Source: an optimization exercise on an open RTL-to-GDS flow (aim: small area and few clock cycles). Production flows keep margins and buffers that such runs may drop.
Where RTL was checked, it was by simulation tests only, not by an equivalence proof against the original.
Power is estimated from default activity; no workload was simulated.

==> job 4652: inputs <==
## source_text_tokenizer_unit
module source_text_tokenizer_unit (
   input  wire          clock,
   input  wire          reset,
   input  wire          req_tvalid,
   output wire          req_tready,
   input  wire [7:0]    req_tdata,    
   input  wire          req_tlast,    
   output wire          rsp_tvalid,
   input  wire          rsp_tready,
   output wire [71:0]   rsp_tdata,    
   output wire          rsp_tuser,    
   output wire          rsp_tlast     
);
   localparam POS_BITS    = 16;
   localparam LEN_BITS    = 16;
   localparam KIND_BITS   = 5;
   localparam MODE_BITS   = 3;
   localparam QUEUE_DEPTH = 4;
   localparam QPTR_BITS   = 2;
   localparam QCNT_BITS   = 3;
   localparam [7:0] CHAR_QUOTE = 8'h22;
   localparam [7:0] CHAR_SPACE = 8'h20;
   localparam [7:0] CHAR_TAB   = 8'h09;
   localparam [7:0] CHAR_ZERO  = 8'h30;
   localparam [7:0] CHAR_NINE  = 8'h39;
   localparam [7:0] CHAR_X     = 8'h78;
   localparam [7:0] CHAR_B     = 8'h62;
   localparam [KIND_BITS-1:0] KIND_STRING = 5'd21;
   localparam [KIND_BITS-1:0] KIND_SPACES = 5'd22;
   localparam [KIND_BITS-1:0] KIND_TABS   = 5'd23;
   localparam [KIND_BITS-1:0] KIND_WORD   = 5'd24;
   localparam [KIND_BITS-1:0] KIND_NUMBER = 5'd25;
   localparam [MODE_BITS-1:0] MODE_NONE   = 3'd0;
   localparam [MODE_BITS-1:0] MODE_STRING = 3'd1;
   localparam [MODE_BITS-1:0] MODE_SPACES = 3'd2;
   localparam [MODE_BITS-1:0] MODE_TABS   = 3'd3;
   localparam [MODE_BITS-1:0] MODE_WORD   = 3'd4;
   localparam [MODE_BITS-1:0] MODE_NUMBER = 3'd5;
   localparam [MODE_BITS-1:0] MODE_ZERO   = 3'd6;
   localparam ST_BITS = MODE_BITS + POS_BITS + LEN_BITS + POS_BITS;
   localparam RES_BITS = KIND_BITS + POS_BITS + LEN_BITS + 2;
   function automatic [RES_BITS-1:0] make_res(input [KIND_BITS-1:0] kind,
         input [POS_BITS-1:0] start, input [LEN_BITS-1:0] length, input open_string);
      make_res = {kind, start, length, open_string, 1'b0};
   endfunction
   function automatic is_letter(input [7:0] c);
      is_letter = ((c >= 8'h61) && (c <= 8'h7A)) || ((c >= 8'h41) && (c <= 8'h5A));
   endfunction
   function automatic is_digit(input [7:0] c);
      is_digit = (c >= CHAR_ZERO) && (c <= CHAR_NINE);
   endfunction
   function automatic [KIND_BITS:0] single_kind(input [7:0] c);
      case (c)
         8'h2B:   single_kind = {1'b1, 5'd0};
  ...
Settings: LEC_CHECK=0, CAP_MARGIN=20, CORE_MARGIN=2, CORE_UTILIZATION=40, SLEW_MARGIN=20; clock period 6.0 ns.
standard.sh (not shown) runs the stock make flow with config.mk's settings and CLKGATE_MAP_FILE= SYNTH_SCRIPT=/design/flow/synth_recipe.tcl, a recipe that flattens the netlist after the stock synthesis.
==> flow/flow/run.sh <==
#!/bin/bash
# The standard layout (standard.sh, unchanged synthesis), with three
# changes made through ORFS's own hooks and variables:
#  - port buffers use the smallest buffer cell (buffer_ports -buffer_cell);
#  - the constant outputs share one tie cell instead of one tie cell each
#    (merge_ties.tcl, run at the end of floorplan);
#  - CTS inserts no dummy loads.
# The full make output goes to standard.log here; ORFS's per-step logs are
# under orfs/logs/.
set -euo pipefail
here="$(cd "$(dirname "$0")" && pwd)"
cd "$here/.."
export BUFFER_PORTS_ARGS="-buffer_cell sky130_fd_sc_hd__buf_1"
export POST_FLOORPLAN_TCL="$here/merge_ties.tcl"
export CTS_ARGS="-sink_clustering_enable -repair_clock_nets -dont_use_dummy_load"
bash standard.sh > standard.log 2>&1
==> flow/flow/merge_ties.tcl <==
# Let one tie cell drive every net tied to the same constant: move the loads
# (ports and cell pins) of every other tie cell's net onto the first tie
# cell's net, then delete the emptied tie cells and nets.
set block [ord::get_db_block]
foreach {tie_pin} {LO HI} {
  set keep_net ""
  set merged 0
  foreach inst [$block getInsts] {
    if { [[$inst getMaster] getName] ne "sky130_fd_sc_hd__conb_1" } { continue }
    set iterm [$inst findITerm $tie_pin]
    set net [$iterm getNet]
    if { $net eq "NULL" } { continue }
    if { $keep_net eq "" } {
      set keep_net $net
      continue
    }
    foreach bterm [$net getBTerms] {
      $bterm disconnect
      $bterm connect $keep_net
    }
    foreach load [$net getITerms] {
      if { [$load getInst] eq $inst } { continue }
      $load disconnect
      $load connect $keep_net
    }
    # leave the tie cell only if it still drives the other constant
    $iterm disconnect
    odb::dbNet_destroy $net
    set other [$inst findITerm [expr { $tie_pin eq "LO" ? "HI" : "LO" }]]
    if { [$other getNet] eq "NULL" } {
      odb::dbInst_destroy $inst
    }
    incr merged
  }
  puts "merge_ties: $tie_pin: merged $merged tie nets into [expr { $keep_net eq "" ? "none" : [$keep_net getName] }]"
}
==> job 1858: changes against job 4652 <==
--- a/flow/design.v
+++ b/flow/design.v
@@ -175,112 +175,83 @@
          MODE_STRING: mode_kind = KIND_STRING;
          MODE_SPACES: mode_kind = KIND_SPACES;
          MODE_TABS:   mode_kind = KIND_TABS;
          MODE_WORD:   mode_kind = KIND_WORD;
          default:     mode_kind = KIND_NUMBER;
       endcase
    endfunction
-   localparam [KIND_BITS-1:0] KIND_ZERO   = 5'd26;    
-   localparam [KIND_BITS-1:0] KIND_CLOSED = 5'd29;    
+   localparam [KIND_BITS-1:0] KIND_ZERO = 5'd26;    
+   reg  [POS_BITS-1:0]  last_pos_ff;
    reg                  fresh_ff;
-   reg                  pend_ff;
    reg  [KIND_BITS-1:0] kind_ff;
    reg  [POS_BITS-1:0]  start_ff;
    reg  [LEN_BITS-1:0]  length_ff;
-   reg                  sat_ff;
+   reg                  pend_ff;
    wire [7:0]          c    = req_tdata;
    wire                last = req_tlast;
-   wire [POS_BITS-1:0] pos_sum;
-   wire [POS_BITS:0]   pos_cy;
-   wire [3:0]          pos_g = start_ff[3:0] & length_ff[3:0];
-   wire [3:0]          pos_p = start_ff[3:0] | length_ff[3:0];
-   assign pos_cy[0] = 1'b0;
-   genvar gi;
-   generate
-      for (gi = 0; gi < POS_BITS; gi = gi + 1) begin : g_pos
-         assign pos_sum[gi] = start_ff[gi] ^ length_ff[gi] ^ pos_cy[gi];
-         if (gi == 3) begin : g_look
-            assign pos_cy[gi+1] = pos_g[3] | (pos_p[3] & (pos_g[2] | (pos_p[2] &
-                                  (pos_g[1] | (pos_p[1] & pos_g[0])))));
-         end else begin : g_ripple
-            assign pos_cy[gi+1] = (start_ff[gi] & length_ff[gi]) |
-                                  (pos_cy[gi] & (start_ff[gi] ^ length_ff[gi]));
-         end
-      end
-   endgenerate
-   wire [POS_BITS-1:0] pos  = fresh_ff ? {POS_BITS{1'b0}} : pos_sum;
-   wire k_closed = kind_ff[4] && kind_ff[3] && kind_ff[2];
+   wire [POS_BITS-1:0] pos  = fresh_ff ? {POS_BITS{1'b0}} : last_pos_ff + 1'b1;
    wire k_zero   = kind_ff[4] && kind_ff[3] && kind_ff[1];
-   wire run      = !fresh_ff && kind_ff[4] &&
-                   (kind_ff[3] ? !kind_ff[2] : (kind_ff[2] && (kind_ff[1] || kind_ff[0])));
+   wire run      = !fresh_ff && kind_ff[4] && (kind_ff[3] || (kind_ff[2] && (kind_ff[1] || kind_ff[0])));
    wire k_string = !kind_ff[3] && !kind_ff[1] &&  kind_ff[0];
    wire k_spaces = !kind_ff[3] &&  kind_ff[1] && !kind_ff[0];
    wire k_tabs   = !kind_ff[3] &&  kind_ff[1] &&  kind_ff[0];
    wire k_word   =  kind_ff[3] && !kind_ff[1] && !kind_ff[0];
    wire k_number =  kind_ff[3] && !kind_ff[1] &&  kind_ff[0];
-   wire [KIND_BITS-1:0] o_kind = {kind_ff[4], kind_ff[3] && !k_closed, kind_ff[2],
-                                  kind_ff[1] && !k_zero, kind_ff[0] || k_zero};
+   wire [KIND_BITS-1:0] o_kind = {kind_ff[4:2], kind_ff[1] && !k_zero, kind_ff[0] || k_zero};
    wire c_letter = is_letter(c);
    wire c_digit  = is_digit(c);
    wire c_quote  = (c == CHAR_QUOTE);
    wire ext = run && ((k_string) ||
                       (k_spaces && c == CHAR_SPACE) ||
                       (k_tabs   && c == CHAR_TAB) ||
                       (k_word   && c_letter) ||
                       (k_number && c_digit) ||
                       (k_zero   && (c_digit || c == CHAR_X || c == CHAR_B)));
    wire close = ext && k_string && c_quote;
    wire [KIND_BITS:0]  sk      = single_kind(c);
-   wire [LEN_BITS-1:0] len_inc;
-   wire [LEN_BITS:0]   len_cy;
-   assign len_cy[0] = 1'b1;
-   generate
-      for (gi = 0; gi < LEN_BITS; gi = gi + 1) begin : g_len
-         assign len_inc[gi]  = length_ff[gi] ^ len_cy[gi];
-         assign len_cy[gi+1] = length_ff[gi] & len_cy[gi];
-      end
-   endgenerate
+   wire [LEN_BITS-1:0] len_inc = (length_ff == {LEN_BITS{1'b1}}) ? length_ff
+                                                                 : length_ff + 1'b1;
    reg  [KIND_BITS-1:0] new_kind;
    always @* begin
       if (c_quote)              new_kind = KIND_STRING;
       else if (c == CHAR_SPACE) new_kind = KIND_SPACES;
       else if (c == CHAR_TAB)   new_kind = KIND_TABS;
       else if (c_letter)        new_kind = KIND_WORD;
       else if (c == CHAR_ZERO)  new_kind = KIND_ZERO;
       else if (c_digit)         new_kind = KIND_NUMBER;
       else                      new_kind = 5'd0;
    end
    wire new_run = c_quote || c == CHAR_SPACE || c == CHAR_TAB || c_letter || c_digit;
-   wire r_now  = run && !ext;
-   wire keep   = ext ? (close || last) : (sk[KIND_BITS] || (last && new_run));
-   assign rsp_tvalid = pend_ff || (req_tvalid && r_now);
-   assign req_tready = rsp_tready || (!pend_ff && !r_now);
+   wire r_has  = (run && !ext) || close || (ext && last);
+   wire r_user = ext && last && !close && k_string;
+   wire s_has  = !ext && (sk[KIND_BITS] || (last && new_run));
+   assign rsp_tvalid = pend_ff || (req_tvalid && r_has);
+   assign req_tready = rsp_tready || (!pend_ff && !r_has);
    wire   accept     = req_tvalid && req_tready;
    always @(posedge clock) begin
       if (reset) begin
          fresh_ff <= 1'b1;
          pend_ff  <= 1'b0;
       end else begin
-         if (accept)          pend_ff <= keep;
+         if (accept)          pend_ff <= s_has;
          else if (rsp_tready) pend_ff <= 1'b0;
          if (accept)          fresh_ff <= last;
       end
    end
    always @(posedge clock) begin
       if (accept) begin
+         last_pos_ff <= pos;
          if (ext) begin
-            kind_ff   <= close ? KIND_CLOSED : o_kind;
+            kind_ff   <= {o_kind[4] && !close, o_kind[3:0]};
             length_ff <= len_inc;
-            sat_ff    <= sat_ff || (&len_inc);
          end else begin
             kind_ff   <= sk[KIND_BITS] ? sk[KIND_BITS-1:0] : new_kind;
             start_ff  <= pos;
             length_ff <= {{(LEN_BITS-1){1'b0}}, 1'b1};
-            sat_ff    <= 1'b0;
          end
       end
    end
-   assign rsp_tdata = {3'b000, {(32 - LEN_BITS){1'b0}}, length_ff | {LEN_BITS{sat_ff}},
+   assign rsp_tdata = {3'b000, {(32 - LEN_BITS){1'b0}}, ext ? len_inc : length_ff,
                        {(32 - POS_BITS){1'b0}}, start_ff, o_kind};
-   assign rsp_tuser = pend_ff && (kind_ff == KIND_STRING);
-   assign rsp_tlast = pend_ff ? fresh_ff : (last && !keep);
+   assign rsp_tuser = pend_ff ? (kind_ff == KIND_STRING) : r_user;
+   assign rsp_tlast = pend_ff ? fresh_ff : (last && !s_has);
 endmodule
==> flow/run.sh (new file) <==
#!/bin/bash
# synth_recipe.tcl (not shown) runs the flow's synth.tcl, then flattens the netlist and writes it again
# the make line also repeats each setting of config.mk as NAME=value (left out here)
make -C /OpenROAD-flow-scripts/flow DESIGN_CONFIG=/design/flow/config.mk WORK_HOME=/design/flow/orfs CLKGATE_MAP_FILE= SYNTH_SCRIPT=/design/flow/synth_recipe.tcl finish
Settings changed: ABC_AREA set to 1.
removed: flow/flow/run.sh
removed: flow/flow/merge_ties.tcl
removed: flow/standard.sh
==> notes <==
- In job 4652 the clock power is lower than in job 1858, by about 27%.
- Worst hold slack: job 1858 is lower than job 4652 (0.14 ns).
- Against job 1858, the synthesized cell count of job 4652 is lower by about 27%.
- In job 4652 the worst setup slack is lower than in job 1858, by 0.64 ns.
- Job 1858 passed the timing, DRC and antenna checks. Job 4652 finished with timing, DRC and antenna clean.
- Against job 4652, the critical path depth of job 1858 is lower by 8.
Testbench counts of job 4652, summed over its fixed seeds: cycles 20,441.
Function not checked in job 1858: the RTL went through the layout flow alone.

==> re-timing with driven ports <==
In the flow no input, the clock included, has a driving cell. The finished layouts below were timed again as built, in two steps. Step 1 assumes that a clkbuf_16 drives the clock port and a buf_2 every other input. Step 2 also shifts input and output timing later by t, the mid clock arrival at the registers, as if the neighbouring blocks saw the same clock. Three values: ideal ports, drivers, drivers and shift; two values: the first two.
run | t, ns | slack for setup (ns) | hold slack, ns | pins driven straight from the clock port
job 4652 | 0.311 | 0.197 / 0.197 / 0.197 | 0.664 / 0.664 / 0.664 | 1
job 1858 | 0.337 | 0.838 / 0.813 / 0.813 | 0.526 / 0.526 / 0.526 | 1
After both steps setup and hold are still met in every run listed. The setup slack of job 1858, which loses most, moves by -0.025 ns with the drivers and by -0.025 ns with both steps.
